Background: an optimization exercise with open tools, aiming at small area. Do not read the settings as production practice. Only simulation tests tie the RTL to the original design; equivalence was not proved. Power is estimated from default activity; no workload was simulated.

==> inputs of job 6296 <==
==> flow/design.v (excerpt) <==
module conv5x5_top (
  input  wire logic             clk,
  input  wire logic             rst,
  input  wire conv_pkg::pixel_t row0,      
  input  wire conv_pkg::pixel_t row1,
  input  wire conv_pkg::pixel_t row2,
  input  wire conv_pkg::pixel_t row3,
  input  wire conv_pkg::pixel_t row4,      
  output conv_pkg::pixel_t      pix_out    
);
  conv_pkg::pixel_t pix_new, pix_del;
  logic rst_q;    
  logic valid;
  always_ff @(posedge clk) begin
    rst_q <= rst;
  end
  mac_cascade u_cascade (
    .clk (clk), .rst_chain (rst_q),
    .row0 (row0), .row1 (row1), .row2 (row2), .row3 (row3), .row4 (row4),
    .pix_new (pix_new)
  );
  row_skew_line #(
    .depth (conv_pkg::out_delay - 2)
  ) u_delay (
    .clk     (clk),
    .pix_in  (pix_new),
    .pix_out (pix_del)
  );
  mac_tap u_blank (
    .clk   (clk),
    .rst   (rst),
    .valid (valid)
  );
  assign pix_out = valid ? pix_del : '0;
endmodule
clock: 4.0 ns
lec_check: 0
cap_margin: 20
core_margin: 2
core_utilization: 40
slew_margin: 20
synth_hierarchical: 1
standard.sh (not shown) runs the stock make flow with config.mk's settings and CLKGATE_MAP_FILE= SYNTH_SCRIPT=/design/flow/synth_recipe.tcl, a recipe that flattens the netlist after the stock synthesis.
==> flow/flow/run.sh <==
#!/bin/bash
# standard layout; ports buffered with the smallest buffer, clock tree without dummy loads
export BUFFER_PORTS_ARGS="-buffer_cell sky130_fd_sc_hd__buf_1"
export CTS_ARGS="-sink_clustering_enable -repair_clock_nets -dont_use_dummy_load -sink_clustering_size 20 -sink_clustering_max_diameter 100"
bash standard.sh > standard.log 2>&1
==> job 7008 (differences from job 6296) <==
==> flow/run.sh (new file) <==
#!/bin/bash
# synth_recipe.tcl (not shown) runs the flow's synth.tcl, then flattens the netlist and writes it again
# the make line also repeats each setting of config.mk as NAME=value (left out here)
make -C /OpenROAD-flow-scripts/flow DESIGN_CONFIG=/design/flow/config.mk WORK_HOME=/design/flow/orfs CLKGATE_MAP_FILE= SYNTH_SCRIPT=/design/flow/synth_recipe.tcl finish
- CORE_UTILIZATION: 40 -> 60
- CTS_BUF_LIST: not set -> sky130_fd_sc_hd__clkbuf_8
- CTS_CLUSTER_SIZE: not set -> 30
removed: flow/flow/run.sh
removed: flow/standard.sh
==> job 1299 (differences from job 6296) <==
==> flow/flow/run.sh (replaced) <==
#!/bin/bash
# standard layout; ports buffered with the smallest buffer, clock tree without dummy loads
export BUFFER_PORTS_ARGS="-buffer_cell sky130_fd_sc_hd__buf_1"
export CTS_ARGS="-sink_clustering_enable -repair_clock_nets -dont_use_dummy_load -sink_clustering_size 28 -sink_clustering_max_diameter 100"
bash standard.sh > standard.log 2>&1
==> summary.txt <==
Clock network
  • Clk slew on worst S/H paths: about 0.060 ns
  • Latest clock arrival within the worst-skew pair: 0.53 ns

Power
  • Final Power: roughly 10000 uW
  • Combinational power share: 0.321

Critical path
  • Critical path data arrival time: between 4 and 5 ns

STA
  • Rel. slew slack: 0.295

Floorplan
  • Die width: approximately 130 um

Outcome
  • Status: complete, no violations
the above is filed under job 7008

==> summary.txt <==
Outcome
  • Status: complete, no violations

Placement
  • Hpwl dp: roughly 8.3 mm

Detailed routing
  • Routed length on met3: 341 um

Critical path
  • Worst R2R Path Depth: 9

Power
  • Final Power: approximately 9400 uW

Clock network
  • Latest clock arrival within the worst-skew pair: 0.49 ns
  • Clk slew on worst S/H paths: approximately 0.08 ns

Floorplan
  • Die width: ~160 um
the above is filed under job 6296

==> summary.txt <==
Power
  • Flop pwr share: 0.497
  • Combinational power share: 0.349
  • Final Power: ~9000 uW

Floorplan
  • Die width: 156 um

Clock network
  • Clk slew on worst S/H paths: 0.10 ns
  • Latest clock arrival within the worst-skew pair: 0.47 ns

STA
  • Rel. slew slack: 0.585

Outcome
  • Status: complete, no violations

Critical path
  • Critical path data arrival time: 4.09 ns

Global routing
  • Met3 Usage GRT: 0.0194
the above is filed under job 1299


* * *

==> run D: inputs <==
conv5x5_top, a different RTL version from the one above (not shown whole).
## conv5x5_top
module conv5x5_top (
  input  wire logic             clk,
  input  wire logic             rst,
  input  wire conv_pkg::pixel_t row0,      
  input  wire conv_pkg::pixel_t row1,
  input  wire conv_pkg::pixel_t row2,
  input  wire conv_pkg::pixel_t row3,
  input  wire conv_pkg::pixel_t row4,      
  output conv_pkg::pixel_t      pix_out    
);
  conv_pkg::pixel_t pix_raw, pix_del;
  logic valid, rst_q, rst_g;
  mac_cascade u_cascade (
    .clk (clk), .rst (rst), .rst_q (rst_q), .rst_g (rst_g),
    .row0 (row0), .row1 (row1), .row2 (row2), .row3 (row3), .row4 (row4),
    .pix_raw (pix_raw)
  );
  row_skew_line #(
    .depth (conv_pkg::out_delay - 2)
  ) u_delay (
    .clk     (clk),
    .pix_in  (pix_raw),
    .pix_out (pix_del)
  );
  mac_tap u_blank (
    .clk   (clk),
    .rst   (rst),
    .valid (valid),
    .rst_q (rst_q),
    .rst_g (rst_g)
  );
  assign pix_out = valid ? (pix_del ^ conv_pkg::pix_pol) : '0;
endmodule
==> flow/config.mk <==
export PLATFORM = sky130hd
export DESIGN_NAME = conv5x5_top
export DESIGN_NICKNAME = conv5x5_top
export VERILOG_FILES = /design/flow/design.v
export SDC_FILE = /design/flow/constraint.sdc
export NUM_CORES = 4
export LEC_CHECK = 0
export CAP_MARGIN = 20
export CORE_MARGIN = 2
export CORE_UTILIZATION = 65
export SLEW_MARGIN = 20
export SYNTH_HIERARCHICAL = 1
==> flow/constraint.sdc <==
create_clock -name core_clock -period 4.0 [get_ports {clk}]
set_input_delay 0.8000 -clock core_clock [delete_from_list [all_inputs] [get_ports {clk}]]
set_output_delay 0.8000 -clock core_clock [all_outputs]
set_load 0.01 [all_outputs]
==> flow/flow/run.sh <==
#!/bin/bash
export BUFFER_PORTS_ARGS="-buffer_cell sky130_fd_sc_hd__buf_1"
export CTS_ARGS="-sink_clustering_enable -repair_clock_nets -dont_use_dummy_load -sink_clustering_size 10 -sink_clustering_max_diameter 50 -buf_list sky130_fd_sc_hd__clkbuf_4"
bash standard.sh > standard.log 2>&1
==> run B (differences from run D) <==
==> flow/flow/run.sh (replaced) <==
#!/bin/bash
export BUFFER_PORTS_ARGS="-buffer_cell sky130_fd_sc_hd__buf_1"
export CTS_ARGS="-sink_clustering_enable -repair_clock_nets -dont_use_dummy_load -sink_clustering_size 13 -sink_clustering_max_diameter 35 -buf_list sky130_fd_sc_hd__clkbuf_4"
bash standard.sh > standard.log 2>&1
--- a/flow/config.mk
+++ b/flow/config.mk
@@ -8,5 +8,5 @@
 export CAP_MARGIN = 20
 export CORE_MARGIN = 2
-export CORE_UTILIZATION = 65
+export CORE_UTILIZATION = 85
 export SLEW_MARGIN = 20
 export SYNTH_HIERARCHICAL = 1
==> comparison table <==
metric	run D	run B
Async set-reset flop share out of synthesis	0%	0%
Yosys reg bits	284	284
Dominant cell by count in the synthesized netlist	sky130_fd_sc_hd__dfxtp_1	sky130_fd_sc_hd__dfxtp_1
Netlist area before placement	8720 sq um	8720 sq um
Synth Warn #	10	10
Biggest area consumer among synthesized cells	sky130_fd_sc_hd__dfxtp_1	sky130_fd_sc_hd__dfxtp_1
Routability-driven placement congestion ratio	0.765	0.771
Result of the run	finished clean	stopped before the end
Failing step	-	3_5_place_dp
Share of the synthesized area in compound gates (AO/OA/AOI/OAI)	0.517%	0.517%
Vertical die dimension	120 um	105 um
Sequential-to-total area share from yosys stat	65.2%	65.2%
Die outline width	120 um	105 um
Commonest register cell after synthesis	sky130_fd_sc_hd__dfxtp_1	sky130_fd_sc_hd__dfxtp_1
Number of instances in the synthesized netlist	545	545
Initial core utilization	66.1%	88.4%
Adder-cell share of the synthesized area	26.4%	26.4%
Average instance area after synthesis	16.0 sq um	16.0 sq um
Final HPWL from detailed placement	7620 um	12900 um
Number of placement rows	42	36

* * *

==> 01-28 <==
Another version of the RTL of conv5x5_top (not shown whole).
==> flow/config.mk <==
export PLATFORM = sky130hd
export DESIGN_NAME = conv5x5_top
export DESIGN_NICKNAME = conv5x5_top
export VERILOG_FILES = /design/flow/design.v
export SDC_FILE = /design/flow/constraint.sdc
export NUM_CORES = 4
export LEC_CHECK = 0
export CAP_MARGIN = 20
export CORE_MARGIN = 2
export CORE_UTILIZATION = 65
export SLEW_MARGIN = 20
export SYNTH_HIERARCHICAL = 1
==> flow/constraint.sdc <==
create_clock -name core_clock -period 4.0 [get_ports {clk}]
set_input_delay 0.8000 -clock core_clock [delete_from_list [all_inputs] [get_ports {clk}]]
set_output_delay 0.8000 -clock core_clock [all_outputs]
set_load 0.01 [all_outputs]
==> flow/flow/run.sh <==
#!/bin/bash
export BUFFER_PORTS_ARGS="-buffer_cell sky130_fd_sc_hd__buf_1"
export CTS_ARGS="-sink_clustering_enable -repair_clock_nets -dont_use_dummy_load -sink_clustering_size 11 -sink_clustering_max_diameter 50 -buf_list sky130_fd_sc_hd__clkbuf_4"
bash standard.sh > standard.log 2>&1
==> inputs of 10-09, as changes to 01-28 <==
==> flow/flow/run.sh (replaced) <==
#!/bin/bash
export BUFFER_PORTS_ARGS="-buffer_cell sky130_fd_sc_hd__buf_1"
export CTS_ARGS="-sink_clustering_enable -repair_clock_nets -dont_use_dummy_load -sink_clustering_size 10 -sink_clustering_max_diameter 50 -buf_list sky130_fd_sc_hd__clkbuf_4"
bash standard.sh > standard.log 2>&1
--- a/flow/config.mk
+++ b/flow/config.mk
@@ -8,5 +8,5 @@
 export CAP_MARGIN = 20
 export CORE_MARGIN = 2
-export CORE_UTILIZATION = 65
+export CORE_UTILIZATION = 40
 export SLEW_MARGIN = 20
 export SYNTH_HIERARCHICAL = 1
==> inputs of 05-11, as changes to 01-28 <==
==> flow/flow/run.sh (replaced) <==
#!/bin/bash
export BUFFER_PORTS_ARGS="-buffer_cell sky130_fd_sc_hd__buf_1"
export CTS_ARGS="-sink_clustering_enable -repair_clock_nets -dont_use_dummy_load -sink_clustering_size 20 -sink_clustering_max_diameter 60 -buf_list {sky130_fd_sc_hd__clkbuf_4 sky130_fd_sc_hd__clkbuf_8}"
bash standard.sh > standard.log 2>&1
==> summary of the runs <==
- The highest clock skew belongs to 10-09, the lowest to 05-11.
- In 05-11 the die area is smaller than in 10-09, by about 38%.
- Of 01-28 and 10-09, 10-09 has the higher final cell count (gap about 12%, measured against 10-09).
- In sequential power, 10-09 and 05-11 hardly differ.
- In 01-28 the count of clock-buffer cells in the layout is lower than in 10-09, by 5.
- The highest maximum frequency belongs to 05-11, the lowest to 10-09.
- Setup slack, highest first: 05-11, 01-28, 10-09.
- Routed wire length: 05-11 < 01-28 < 10-09.
- 10-09 finished with timing, DRC and antenna clean. 01-28 produced a clean layout. 05-11 completed without violations.
- Utilization: 05-11 > 01-28 > 10-09.
- Total power, lowest first: 01-28, 05-11, 10-09.
- Flip-flop and latch count is the same in 01-28 and 05-11.
==> figures <==
Outcome: 01-28 finished clean; 10-09 finished clean; 05-11 finished clean
Flip-flop and latch share of the layout cell area: 01-28 61.0%; 10-09 60.0%; 05-11 60.9%
Initial antenna violation count: 01-28 1; 10-09 1; 05-11 0
CTS clock-pin slew for the worst setup and hold paths: 01-28 0.11 ns; 10-09 0.11 ns; 05-11 0.12 ns
Launch point of the worst reg-to-reg path: 01-28 u_cascade.i3_0_0$_DFF_P_; 10-09 u_cascade.i3_3_0$_DFF_P_; 05-11 u_cascade.i3_0_0$_DFF_P_
Multi-input combinational area share: 01-28 30.6%; 10-09 30.1%; 05-11 30.5%
H-tree depth: 01-28 1; 10-09 2; 05-11 1
Wire length of the first global-routing pass: 01-28 17800 um; 10-09 18300 um; 05-11 17600 um
Clock network latency to the later pin of the worst-skew pair: 01-28 0.60 ns; 10-09 0.61 ns; 05-11 0.51 ns
Clock network power: 01-28 1120 uW; 10-09 1210 uW; 05-11 1180 uW
Core Region: 01-28 13300 sq um; 10-09 21800 sq um; 05-11 13300 sq um
Layout cell share with drive strength beyond 1: 01-28 8.19%; 10-09 8.92%; 05-11 6.38%
Stages on the worst setup path: 01-28 13; 10-09 10; 05-11 13
Total internal power: 01-28 5730 uW; 10-09 5790 uW; 05-11 5790 uW
Worst clock skew: 01-28 0.0574 ns; 10-09 0.0775 ns; 05-11 0.0427 ns
Via count of the first global-routing pass: 01-28 3959; 10-09 4089; 05-11 3861
Violation count after the first detailed-routing iteration: 01-28 135; 10-09 83; 05-11 128
Final design utilization: 01-28 71.3%; 10-09 44.2%; 05-11 71.4%
Pin slew with the least headroom to its limit: 01-28 0.337 ns; 10-09 0.856 ns; 05-11 0.335 ns
Final layout net count: 01-28 796; 10-09 801; 05-11 784
Layout buffering overhead excluding clock cells: 01-28 2.18%; 10-09 2.14%; 05-11 2.17%
Clock tree root buffer cell: 01-28 clkbuf_4; 10-09 clkbuf_4; 05-11 clkbuf_8
Die outline width: 01-28 121 um; 10-09 153 um; 05-11 121 um

static timing again, ports no longer ideal:
No port has a modelled driver above. Below, the same layouts with a new extraction and two added sets of constraints. Step 1 sets driving cells, clkbuf_16 on the clock port and buf_2 on the other inputs (assumed; they add their load-dependent delay and slew). Step 2 moves the port delays by t, midway between the first and last clock arrival at a register: inputs arrive t later, outputs are due t later. That takes back most of the time a late clock gives input paths. Three values: no drivers, after step 1, after step 2; two values: the first two.
run	t, ns	slack for setup (ns)	slew at the worst register clock pin (ns)	worst data-port slew with drivers (ns)	pins driven straight from the clock port
job 6296	0.508	0.250 / 0.250 / 0.250	0.08 / 0.08	0.04	1
job 7008	0.561	0.156 / 0.156 / 0.156	0.07 / 0.07	0.05	1
job 1299	0.482	0.266 / 0.266 / 0.266	0.11 / 0.11	0.04	1
run D	0.595	0.116 / 0.116 / 0.116	0.11 / 0.11	0.03	1
01-28	0.631	0.282 / 0.282 / 0.282	0.11 / 0.11	0.04	1
10-09	0.615	0.255 / 0.255 / 0.255	0.11 / 0.11	0.04	1
05-11	0.522	0.296 / 0.296 / 0.296	0.12 / 0.12	0.03	1
After both steps every run listed still meets setup and hold.
